This is an optimization exercise on Yosys and OpenROAD, whose aim is small area and a short achievable clock period, not a production implementation.
At most, simulation tests tie the RTL to the original design; equivalence was not proved.
The RTL of run 3 was laid out without a check of its function.
Power figures rest on the tool's default switching activity, not on a simulated workload.

File: flow/design.v
module risc24_mem_responder #(
    parameter int DEPTH_LOG2 = 8,
    parameter int LATENCY    = 2
) (
    input  logic        i_clk,
    input  logic        i_reset,
    input  logic        i_req_valid,
    input  logic        i_req_write,
    input  logic [15:0] i_req_addr,
    input  logic [15:0] i_req_wdata,
    output logic        o_req_ready,
    output logic        o_resp_valid,
    input  logic        i_resp_ready,
    output logic [15:0] o_resp_rdata,
    output logic        o_resp_err
);
    localparam int NRING = 64;
    logic [NRING-1:0][15:0] r_p0, r_p1, r_p2, r_p3;
    logic [1:0]  r_rot;
    logic [15:0] r_wdata;
    logic [7:0]  r_whi, r_wlo;
    logic [7:0]  r_nwhi, r_nwlo;
    logic [3:0]  r_wsh;
    logic        r_nwc;
    logic [7:0]  r_sel_hi;
    logic [7:0]  r_sel_lo0;
    logic [7:0]  r_sel_lo2;
    logic        r_cap_w1;
    logic        r_req_ready;
    logic        r_w1;
    logic        r_w2;
    logic        r_resp_valid;
    logic [15:0] r_rdata;
    logic        w_accept;
    logic [1:0]  w_npos;
    logic        w_tap_n;
    logic [7:0]  w_hi, w_lo;
    logic [3:0]  w_wsh_n;
    logic [NRING-1:0] w_we, w_keep;
    logic [15:0] w_tap_data;
    logic        w_cap;
    assign w_accept = r_req_ready && i_req_valid && !i_reset;
    assign w_npos  = i_req_addr[1:0] + r_rot + 2'd1;
    assign w_tap_n = w_npos[0] ? !w_npos[1] : w_npos[1];
    assign w_hi    = 8'h01 << i_req_addr[7:5];
    assign w_lo    = 8'h01 << i_req_addr[4:2];
    assign w_wsh_n = i_req_write ? (4'h1 << (2'd3 - w_npos)) : 4'h0;
    always_comb begin
        for (int r = 0; r < NRING; r++) begin
            w_we[r]   = r_wsh[0] && r_whi[r/8] && r_wlo[r%8];
            w_keep[r] = r_nwc || r_nwhi[r/8] || r_nwlo[r%8];
        end
    end
    always_ff @(posedge i_clk) begin
        r_rot <= r_rot + 2'd1;
        for (int r = 0; r < NRING; r++) begin
            r_p0[r] <= ({16{w_we[r]}} & r_wdata) | ({16{w_keep[r]}} & r_p3[r]);
            r_p1[r] <= r_p0[r];
            r_p2[r] <= r_p1[r];
            r_p3[r] <= r_p2[r];
        end
    end
    always_ff @(posedge i_clk) begin
        if (w_accept) begin
            r_wdata   <= i_req_wdata;
            r_whi     <= w_hi;
            r_wlo     <= w_lo;
            r_nwhi    <= ~w_hi;
            r_nwlo    <= ~w_lo;
            r_wsh     <= w_wsh_n;
            r_nwc     <= !w_wsh_n[0];
            r_sel_hi  <= i_req_write ? 8'h00 : w_hi;
            r_sel_lo0 <= w_tap_n ? 8'h00 : w_lo;
            r_sel_lo2 <= w_tap_n ? w_lo : 8'h00;
            r_cap_w1  <= !w_npos[0];
        end else begin
            r_wsh     <= {1'b0, r_wsh[3:1]};
            r_nwc     <= !r_wsh[1];
        end
    end
    always_comb begin
        w_tap_data = 16'h0000;
        for (int r = 0; r < NRING; r++) begin
            w_tap_data = w_tap_data | ({16{r_sel_hi[r/8] && r_sel_lo0[r%8]}} & r_p0[r])
                                    | ({16{r_sel_hi[r/8] && r_sel_lo2[r%8]}} & r_p2[r]);
        end
    end
    assign w_cap = r_cap_w1 ? r_w1 : r_w2;
    always_ff @(posedge i_clk) begin
        if (w_cap) begin
            r_rdata <= w_tap_data;
        end
    end
    always_ff @(posedge i_clk or posedge i_reset) begin
        if (i_reset) begin
            r_req_ready  <= 1'b1;
            r_w1         <= 1'b0;
            r_w2         <= 1'b0;
            r_resp_valid <= 1'b0;
        end else begin
            r_w1 <= w_accept;
            r_w2 <= r_w1;
            if (w_accept) begin
                r_req_ready <= 1'b0;
            end else if (r_resp_valid && i_resp_ready) begin
                r_req_ready <= 1'b1;
            end
            if (r_w2) begin
                r_resp_valid <= 1'b1;
            end else if (i_resp_ready) begin
                r_resp_valid <= 1'b0;
            end
        end
    end
    assign o_req_ready  = r_req_ready;
    assign o_resp_valid = r_resp_valid;
    assign o_resp_rdata = r_rdata;
    assign o_resp_err   = 1'b0;
endmodule
File: flow/run.sh
#!/bin/bash
# synth_recipe.tcl (not shown) runs the flow's synth.tcl, then flattens the netlist and writes it again
# the make line also repeats each setting of config.mk as NAME=value (left out here)
make -C /OpenROAD-flow-scripts/flow DESIGN_CONFIG=/design/flow/config.mk WORK_HOME=/design/flow/orfs CLKGATE_MAP_FILE= SYNTH_SCRIPT=/design/flow/synth_recipe.tcl finish
File: flow/config.mk
export PLATFORM = sky130hd
export DESIGN_NAME = risc24_mem_responder
export DESIGN_NICKNAME = risc24_mem_responder
export VERILOG_FILES = /design/flow/design.v
export SDC_FILE = /design/flow/constraint.sdc
export NUM_CORES = 4
export LEC_CHECK = 0
export CAP_MARGIN = 20
export CORE_MARGIN = 2
export CORE_UTILIZATION = 40
export SETUP_SLACK_MARGIN = 4.6
export SLEW_MARGIN = 20
File: flow/constraint.sdc
create_clock -name core_clock -period 8.0 [get_ports {i_clk}]
set_input_delay 1.6000 -clock core_clock [delete_from_list [all_inputs] [get_ports {i_clk}]]
set_output_delay 1.6000 -clock core_clock [all_outputs]
set_load 0.01 [all_outputs]
==> out/metrics.csv, run 1 <==
metric;value;unit
status;no timing/DRC/antenna violations;
dieWidth;527.4;um
hold_depth;0;
yosysTopAreaCellShare;0.7496;
yosysMostFrequentCell;dfxtp_1;
yosysUniqueCellTypes;55;
die-area;278200;um^2
wire_per_inst;30.86;um
synth.area.top_cells;dfxtp_1, a22o_1, a22oi_1;
crit_fanout;41;
cts_tree;built;
grt_pass1_wl;497.7;mm
min_period;3559;ps
clock_power_share;0.479;
setup-violations-final;0;
routed_wl;355.5;mm
final_cell_area;126800;um^2
first_pass_iters;10;
synth_flop_cell;dfxtp_1;
hold_viol;0;
post_dp_cell_area;113000;um^2
synth_seq_cells;4196;
core_area;273100;um^2
grt_max_degree;114;
required;8650;ps
rr_worst_depth;8;
rsz0062_at_grt;yes;
start_kind;register;
worst_pin_slew;1285;ps
drc;0;
grt_overflow;0;
tns;0;ps
cp-startpoint;r_sel_hi[1];
dp.final_hpwl;217.9;mm
rows;192;
ios;56;
initial_core_util;0.4012;
cts_hold_buf;0;
p_total;40.28;mW
final_nets;7648;
hold_ws;268.5;ps
pwr-share-seq;0.520;
vias_per_cell;5.740;
async_reset_ff_frac;0.0009533;
internal_power;32.21;mW
p_sw;8.067;mW
first_iter_violations;8202;
cts_made_buffers;389;
cts.sinks;4196;
cp-end-kind;register;
clk_path_buf_depth;4;
synthToLayoutAreaGrowth;15.73;%
synth_largest_area_cell;dfxtp_1;
worstSetupPathType;reg -> reg;
synth_edf_count;89;
root_buffer;clkbuf_16;
yosysWarnings;1;
synthCells;7703;
timing.final.crit_share;0.4449;
finClkSkew;101.6;ps
hold_path.class;reg -> reg;
p_leak;49.60;nW
syn_area;109600;um^2
num_vias;66130;
die-height;527.4;um
layout-drive-gt1-share;0.1070;
cp-endpoint;r_rdata[13];
sw_frac_of_total;0.2003;
seq_area_frac_synth;0.7749;
synth.avg_cell_area;14.23;um^2
htreeDepth;5;
max_slew_margin;0.1433;
syn_nets;7744;
peakVddDrop;0.0001878;V
drv_slew;0;
grt_usage;0.2473;
p_comb_frac;0.001;
r2r_setup_slack;4440;ps
r2r-end;r_rdata[13];
worstPathArrival;4210;ps
fillerInstances;23320;
first_global_vias;65140;
io_buffers;46;
fin_util;0.4643;
antenna_found_initial;22;
final_antenna_net_count;0;
r2r-start;r_sel_hi[1];
gp_congestion;0.9567;
pwr_density_cell;317.6;nW/um^2
synth.top_cells.by_count;dfxtp_1, a22o_1, a22oi_1;
clk_latency;970;ps
drv_cap;0;
clk_pin_slew;70;ps
fmax;280.9;MHz
## power groups by stage
stage	clock (mW)	combinational (mW)	sequential [mW]
2_1_floorplan	0	0.0128	21.4
3_3_place_gp	0	0.0337	21.4
3_5_place_dp	0	0.0340	21.4
4_1_cts	19.4	0.0344	21.0
5_1_grt	20.3	0.0376	20.9
6_report	19.3	0.0348	21.0
## placed cells by master, fill, tap and decap left out, types with 23 or more instances in the layout
cell,synthesis,routed
clkbuf_16,0,399
nand3_1,57,55
nor2_1,24,23
or3_1,66,62
a221oi_1,93,78
and3_1,66,62
a22oi_1,656,651
nand2_1,189,187
clkinv_2,0,64
a21oi_1,31,31
bufinv_16,0,37
a222oi_1,98,98
edfxtp_1,89,89
clkbuf_8,0,90
dfxtp_1,4103,4101
nand4_1,78,78
buf_4,2,111
inv_1,28,27
nor2b_1,30,30
clkdlybuf4s50_1,0,28
a22o_1,1254,1254
clkbuf_1,566,81
a221oi_2,18,29
## critical path, cell delays in order (launching register included)
cell	delay, ps
edfxtp_1	390
buf_4	320
buf_6	320
a222oi_1	900
o22ai_1	200
a221oi_2	610
nand2_1	170
a21oi_1	160
nand4_1	100
## metal layers
layer	GRT usage	up-vias	wire [um]
met2	0.3619	3472	151100
met1	0.3367	33860	149700
li1	-	28040	-
met3	0.06474	752	35120
met5	0	-	126
met4	0.1242	18	19430
## per-stage QoR
stage,std cells,setup WS (ps)
2_1_floorplan,7703,4677
3_3_place_gp,10800,3969
3_5_place_dp,10800,3977
4_1_cts,11510,4536
5_1_grt,11520,4483
6_report,11520,4441
## worst min path at each step
stage	start	to	slack, ps
floorplan	r_p1[0]	r_p2[0]	310
global placement	r_p1[76]	r_p2[76]	310
detailed placement	r_p1[169]	r_p2[169]	310
CTS	r_p1[717]	r_p2[717]	280
global route	r_p1[717]	r_p2[717]	280
finish	r_p1[717]	r_p2[717]	270
## kinds of logic after synthesis
logic type,after synthesis,synth area share
flip-flops,4196,0.7749
AO/OA/AOI/OAI,2260,0.1740
buffers and inverters,697,0.02486
AND/OR/NAND/NOR,541,0.02547
adder cells (fa/ha/maj),4,0.0004567
XOR/XNOR,3,0.0002398
other,1,0.00003422
multiplexers,1,0.0001028
## registers in the layout (all words and copies together) (netlist names), 2 cells and up
signal,count
r_nwhi,8
r_nwlo,8
r_p0,1024
r_p1,1024
r_p2,1024
r_p3,1024
r_rdata,16
r_rot,2
r_sel_hi,8
r_sel_lo0,8
r_sel_lo2,8
r_wdata,16
r_whi,8
r_wlo,8
r_wsh,4
## repair_timing
action	CTS	global route
hold endpoints to repair	0	0
resized for setup	65	41
endpoints found under the setup margin	34	16
cloned	0	0
pin swaps	5	8
buffers inserted	2	2
## layout make-up
type                    instances  area (um^2)  area share
multi-input cells            2810        22180      0.1749
clock buffers                 570        11530     0.09089
clock inverters               136         1982     0.01563
diodes                         10        25.02   0.0001973
inverters                      32        123.9   0.0009767
repair buffers                178         1583     0.01248
flip-flops and latches       4196        84920      0.6696
well taps                    3589         4491     0.03541
==> inputs of run 2 (changes only) <==
--- a/flow/config.mk
+++ b/flow/config.mk
@@ -10,2 +10,3 @@
 export CORE_UTILIZATION = 40
+export CTS_BUF_LIST = sky130_fd_sc_hd__clkbuf_8 sky130_fd_sc_hd__clkbuf_4
 export SETUP_SLACK_MARGIN = 4.6
==> out/metrics.csv, run 2 <==
metric;value;unit
status;no timing/DRC/antenna violations;
yosysUniqueCellTypes;55;
drc;0;
worstSetupPathType;reg -> reg;
core_area;273100;um^2
synth_seq_cells;4196;
die-height;527.4;um
timing.final.crit_share;0.4712;
grt_util_met3;0.06961;
finClkSkew;138.6;ps
drv_cap;0;
first_pass_iters;9;
grt_overflow;0;
fillerInstances;23660;
dieWidth;527.4;um
holdPathEnd;r_p2[859];
synth_largest_area_cell;dfxtp_1;
pwr_density_cell;308.3;nW/um^2
seq_area_frac_synth;0.7749;
grt_pass1_wl;503.5;mm
yosysWarnings;1;
antenna_found_initial;18;
ios;56;
hold_path.class;reg -> reg;
rsz0062_at_grt;yes;
async_reset_ff_frac;0.0009533;
cts_tree;built;
grt_max_degree;114;
synth.top_cells.by_count;dfxtp_1, a22o_1, a22oi_1;
setup-violations-final;0;
worst_pin_slew;1306;ps
hp-start;r_p1[859];
rr_worst_depth;8;
tns;0;ps
final_cells;11900;
final_antenna_net_count;0;
r2r-start;r_sel_hi[1];
root_buffer;clkbuf_8;
synth_flop_cell;dfxtp_1;
final_nets;7884;
first_iter_violations;7951;
start_kind;register;
crit_fanout;41;
drv_slew;0;
synthToLayoutAreaGrowth;15.27;%
initial_core_util;0.4012;
min_period;3769;ps
clk_latency;1120;ps
max_slew_margin;0.1292;
p_leak;49.93;nW
rows;192;
synth.avg_cell_area;14.23;um^2
synth.area.top_cells;dfxtp_1, a22o_1, a22oi_1;
fmax;265.3;MHz
cts_made_buffers;618;
vias_per_cell;5.657;
dp_cells;10800;
htreeDepth;6;
wire_per_inst;30.13;um
use_met1;0.3378;
synth_edf_count;89;
required;8740;ps
peakVddDrop;0.0001530;V
mostFrequentLayoutCells;dfxtp_1, a22o_1, clkbuf_8;
r2r_setup_slack;4230;ps
cp-end-kind;register;
cts.sinks;4196;
cts_hold_buf;0;
layout-drive-gt1-share;0.1570;
yosysTopAreaCellShare;0.7496;
syn_nets;7744;
synthCells;7703;
met2_usage;0.3627;
gp_congestion;0.9567;
first_global_vias;67250;
syn_area;109600;um^2
grt_usage;0.2495;
hold_viol;0;
dp.final_hpwl;217.9;mm
fin_util;0.4624;
clk_pin_slew;60;ps
yosysMostFrequentCell;dfxtp_1;
clk_path_buf_depth;4;
hold_depth;0;
routed_wl;358.7;mm
r2r-end;r_rdata[5];
io_buffers;46;
grt.busiest_layer;met2;
worstPathArrival;4510;ps
layout_commonest_cell;dfxtp_1;
die-area;278200;um^2
num_vias;67330;
## run 2: layer usage
metal	wire length, um	vias up
met5	41	-
met4	19520	8
met3	36110	728
met2	152300	3638
met1	150700	34360
li1	-	28600
## run 2: through the flow
step	power (mW)	setup slack [ps]	area (um^2)	hold slack, ps
after detailed placement	21.46	3977	113000	312.1
after global placement	21.46	3969	113000	309.6
final	38.95	4231	126300	255.8
after CTS	39.10	4370	126100	264.9
after global routing	40.05	4218	126300	266.3
after floorplan	21.44	4677	109600	309.6
## run 2: how the worst max path moves through the flow
stage / startpoint / endpoint / slack (ps) / cells past startpoint
finish: r_sel_hi[1] / r_rdata[5] / 4230 / 8
global route: r_rdata[14] / o_resp_rdata[14] / 4220 / 1
CTS: r_rdata[14] / o_resp_rdata[14] / 4370 / 1
detailed placement: r_sel_lo0[6] / r_rdata[10] / 3980 / 8
global placement: r_sel_hi[1] / r_rdata[5] / 3970 / 8
floorplan: i_reset / r_cap_w1 / 4680 / 3
## run 2: critical path, stage by stage (launching register included)
cell and delay [ps]:
edfxtp_1 390, buf_4 320, buf_6 330, a222oi_1 720, o22ai_1 300, a221oi_4 490, nand2_1 430, a21oi_1 240
nand4_1 90
## run 2: cell type report
cell class	instances	area (um^2)	area share
multi-input combinational	2810	22140	0.1752
clock buffer	980	12040	0.09534
tap	3589	4491	0.03555
clock inverter	101	960.9	0.007608
timing repair buffer	185	1619	0.01282
antenna	10	25.02	0.0001981
inverter	32	123.9	0.0009807
sequential	4196	84920	0.6723
## run 2: what timing repair did
action	4_1_cts	5_1_grt
pin swaps	6	8
gates cloned	0	0
endpoints found under the setup margin	34	24
gates resized for setup	94	35
buffers inserted	2	5
## run 2: cells by family after synthesis
| kind of cell | share of synthesized area |
|---|---|
| xor+xnor | 0.0002398 |
| compound gates | 0.1740 |
| other cells | 0.00003422 |
| simple gates | 0.02547 |
| fa+ha+maj | 0.0004567 |
| mux | 0.0001028 |
| flops | 0.7749 |
| buf+inv | 0.02486 |
## run 2: power by group
group	switching (mW)	internal, mW
sequential	0	21.0
combinational	0.0178	0.0167
clock	8.21	9.74
total	8.23	30.7
==> inputs of run 3 (changes only) <==
==> flow/design.v (replaced) <==
module risc24_mem_responder #(
    parameter int DEPTH_LOG2 = 8,
    parameter int LATENCY    = 2
) (
    input  logic        i_clk,
    input  logic        i_reset,
    input  logic        i_req_valid,
    input  logic        i_req_write,
    input  logic [15:0] i_req_addr,
    input  logic [15:0] i_req_wdata,
    output logic        o_req_ready,
    output logic        o_resp_valid,
    input  logic        i_resp_ready,
    output logic [15:0] o_resp_rdata,
    output logic        o_resp_err
);
    localparam int NRING = 64;
    logic [NRING-1:0][15:0] r_p0, r_p1, r_p2, r_p3;
    logic [1:0]  r_rot;
    logic        r_write;
    logic [7:0]  r_addr;
    logic [15:0] r_wdata;
    logic        r_pend;
    logic        r_req_ready;
    logic        r_w1;
    logic        r_w2;
    logic        r_resp_valid;
    logic [15:0] r_rdata;
    logic        w_accept;
    logic [1:0]  w_pos;
    logic        w_commit;
    logic [NRING-1:0] w_we;
    logic [2*NRING-1:0][15:0] w_taps;
    logic [15:0] w_tap_data;
    logic        w_cap;
    assign w_accept = r_req_ready && i_req_valid && !i_reset;
    assign w_pos    = r_addr[1:0] + r_rot;
    assign w_commit = r_pend && (w_pos == 2'd3);
    always_comb begin
        for (int r = 0; r < NRING; r++) begin
            w_we[r]          = w_commit && (r_addr[7:2] == 6'(r));
            w_taps[2*r]      = r_p0[r];
            w_taps[2*r + 1]  = r_p2[r];
        end
    end
    assign w_tap_data = w_taps[{r_addr[7:2], w_pos[1]}];
    always_ff @(posedge i_clk) begin
        r_rot <= r_rot + 2'd1;
        for (int r = 0; r < NRING; r++) begin
            r_p0[r] <= w_we[r] ? r_wdata : r_p3[r];
            r_p1[r] <= r_p0[r];
            r_p2[r] <= r_p1[r];
            r_p3[r] <= r_p2[r];
        end
    end
    always_ff @(posedge i_clk) begin
        if (w_accept) begin
            r_write <= i_req_write;
            r_addr  <= i_req_addr[7:0];
            r_wdata <= i_req_wdata;
            r_pend  <= i_req_write;
        end else if (w_commit) begin
            r_pend  <= 1'b0;
        end
    end
    assign w_cap = (r_w1 || r_w2) && !w_pos[0];
    always_ff @(posedge i_clk) begin
        if (w_cap) begin
            r_rdata <= r_write ? 16'h0000 : w_tap_data;
        end
    end
    always_ff @(posedge i_clk or posedge i_reset) begin
        if (i_reset) begin
            r_req_ready  <= 1'b1;
            r_w1         <= 1'b0;
            r_w2         <= 1'b0;
            r_resp_valid <= 1'b0;
        end else begin
            r_w1 <= w_accept;
            r_w2 <= r_w1;
            if (w_accept) begin
                r_req_ready <= 1'b0;
            end else if (r_resp_valid && i_resp_ready) begin
                r_req_ready <= 1'b1;
            end
            if (r_w2) begin
                r_resp_valid <= 1'b1;
            end else if (i_resp_ready) begin
                r_resp_valid <= 1'b0;
            end
        end
    end
    assign o_req_ready  = r_req_ready;
    assign o_resp_valid = r_resp_valid;
    assign o_resp_rdata = r_rdata;
    assign o_resp_err   = 1'b0;
endmodule
--- a/flow/config.mk
+++ b/flow/config.mk
@@ -10,4 +10,2 @@
 export CORE_UTILIZATION = 40
-export CTS_BUF_LIST = sky130_fd_sc_hd__clkbuf_8 sky130_fd_sc_hd__clkbuf_4
-export SETUP_SLACK_MARGIN = 4.6
 export SLEW_MARGIN = 20
==> out/metrics.csv, run 3 <==
metric;value;unit
layout_commonest_cell;dfxtp_1;
gp_congestion;0.7828;
rsz0062_at_grt;no;
worstPathArrival;6430;ps
yosysWarnings;1;
pwr_density_cell;298.4;nW/um^2
root_buffer;clkbuf_16;
io_buffers;46;
grt_overflow;0;
drc;0;
synth_largest_area_cell;dfxtp_1;
dieWidth;536.7;um
syn_area;113500;um^2
required;8640;ps
cts_hold_buf;0;
timing.final.crit_share;0.7238;
htreeDepth;5;
synth.area.top_cells;dfxtp_1, mux2_2, mux2i_1;
hold_path.class;reg -> reg;
synthToLayoutAreaGrowth;15.96;%
cp-startpoint;r_rot[0];
synth.top_cells.by_count;dfxtp_1, mux2_2, mux2i_1;
postCtsSetupBuffers;0;
first_global_vias;62530;
routed_wl;270.9;mm
fin_util;0.4663;
grt_max_degree;105;
status;no timing/DRC/antenna violations;
hold_ws;266.8;ps
ios;56;
holdPathEnd;r_p2[709];
clk_latency;970;ps
num_vias;58600;
worst_pin_slew;1256;ps
hp-start;r_p1[709];
fmax;172.7;MHz
peakVddDrop;0.0002048;V
cts_tree;built;
cts_resized;0;
crit_fanout;41;
final_nets;7970;
initial_core_util;0.4021;
grt_pass1_wl;402.4;mm
seq_area_frac_synth;0.7348;
r2r-end;r_rdata[2];
clk_pin_slew;60;ps
yosysTopAreaCellShare;0.7228;
yosysUniqueCellTypes;39;
cts.sinks;4144;
drv_cap;0;
die-height;536.7;um
drv_slew;0;
finClkSkew;91.13;ps
layout-drive-gt1-share;0.2301;
clk_path_buf_depth;4;
cp-end-kind;register;
hold_viol;0;
final_cells;11990;
vias_per_cell;4.886;
fillerInstances;24150;
first_pass_iters;7;
yosysMostFrequentCell;dfxtp_1;
wire_per_inst;22.59;um
grt_usage;0.1842;
start_kind;register;
synthCells;7740;
rows;195;
die-area;288000;um^2
tns;0;ps
worstSetupPathType;reg -> reg;
antenna_found_initial;10;
synth_seq_cells;4144;
dp_cells;11270;
setup-violations-final;0;
synth_edf_count;42;
core_area;282300;um^2
max_slew_margin;0.1628;
min_period;5790;ps
final_antenna_net_count;0;
r2r-start;r_rot[0];
rr_worst_depth;9;
hold_depth;0;
first_iter_violations;3424;
async_reset_ff_frac;0.0009653;
syn_nets;7778;
mostFrequentLayoutCells;dfxtp_1, mux2_2, mux2i_1;
synth.avg_cell_area;14.66;um^2
r2r_setup_slack;2210;ps
dp.final_hpwl;154.4;mm
p_leak;53.22;nW
synth_flop_cell;dfxtp_1;
cts_made_buffers;400;
==> run 3: changes by cell type in the layout (fill, tap and decap cells not counted), moves of 93 or more <==
cell	delta
a22o_1	-1254
mux2_2	+1023
mux2i_1	+992
clkbuf_8	-658
a22oi_1	-654
o22ai_1	+476
clkbuf_16	+406
clkbuf_4	-234
or4_1	+112
clkbuf_1	+93
==> run 3: layout make-up <==
cell class | instances | area (um^2) | area share
Antenna cell | 5 | 12.51 | 0.00009506
Clock buffer | 590 | 11760 | 0.08935
Clock inverter | 125 | 1339 | 0.01017
Inverter | 3 | 11.26 | 0.00008555
Multi-Input combinational cell | 3161 | 28470 | 0.2163
Sequential cell | 4144 | 83400 | 0.6336
Tap cell | 3743 | 4683 | 0.03558
Timing Repair Buffer | 222 | 1948 | 0.01480
==> run 3: how the worst max path moves through the flow <==
stage | to | cells after the start
3_5_place_dp | r_rdata[8] | 8
3_3_place_gp | r_rdata[15] | 10
2_1_floorplan | r_rdata[4] | 12
4_1_cts | r_rdata[8] | 8
6_report | r_rdata[2] | 9
5_1_grt | r_rdata[2] | 9
==> run 3: cells by family after synthesis <==
family	Yosys count	share of synthesized area
xor gates and xnor gates	5	0.0007055
and+or+nand+nor	480	0.02110
AOI/OAI and AO/OA	658	0.03680
other	1	0.00003304
DFF	4144	0.7348
buffers and inverters	435	0.01742
adders and majority gates	1	0.0001102
muxes	2016	0.1891
==> run 3: layer usage <==
layer  share of wire  global-route usage  vias up  wire length [um]
met5        0.000026                   0        -                 7
met4           0.024             0.05345        2              6590
met3           0.042             0.02893      410             11340
met2            0.47              0.3023     1168            126600
met1            0.47              0.2505    29600            126400
li1                -                   -    27430                 -
==> run 3: power breakdown <==
| group | internal (mW) | leakage (nW) | switching (mW) |
|---|---|---|---|
| logic | 0.0119 | 13.3 | 0.00636 |
| registers | 20.7 | 33.5 | 0 |
| clock network | 10.9 | 6.49 | 7.67 |
| total | 31.6 | 53.2 | 7.67 |
==> run 3: metrics by stage <==
| step | instance area, um^2 | setup WS [ps] | total power, mW |
|---|---|---|---|
| after floorplan | 113500 | 4927 | 21.12 |
| after detailed placement | 118500 | 2381 | 21.14 |
| after global routing | 131600 | 2249 | 40.42 |
| after global placement | 118400 | 2416 | 21.14 |
| final | 131600 | 2210 | 39.28 |
| after CTS | 131600 | 2345 | 39.57 |
==> run 3: critical path: stages, from the launching register on <==
cell      delay (ps)
dfxtp_1          370
ha_1             520
xnor3_4         1140
buf_4            750
buf_4            390
mux2i_1          240
o22ai_1          110
or4_1            550
a222oi_1        1080
a41oi_1          220

[static timing again, ports no longer ideal]
The results above use ideal ports. As a check the final layouts listed here were re-extracted and re-timed, cells and wires unchanged.
Step 1 (the two cells are an assumption about what drives the block):
set clk [get_ports {i_clk}]
set_driving_cell -lib_cell sky130_fd_sc_hd__clkbuf_16 $clk
set_driving_cell -lib_cell sky130_fd_sc_hd__buf_2 [delete_from_list [all_inputs] $clk]
Step 2, shift: input delay + t, output delay - t, t = (earliest + latest rising clock arrival at the registers) / 2. This alone moves slack from input paths to output paths.
a / b / c = no drivers / after step 1 / after step 2; a / b = the first two.
| run | shift t [ns] | slack for setup (ns) | slew at the worst register clock pin (ns) | cell pins on the clock port's net |
|---|---|---|---|---|
| run 1 | 1.010 | 4.441 / 4.429 / 3.997 | 0.07 / 0.07 | 1 |
| run 2 | 1.148 | 4.231 / 4.143 / 4.038 | 0.07 / 0.07 | 1 |
| run 3 | 1.030 | 2.210 / 2.210 / 2.210 | 0.07 / 0.07 | 1 |
After both steps setup and hold are still met in every run listed. The setup slack of run 1, which loses most, moves by -0.012 ns with the drivers and by -0.444 ns with both steps.
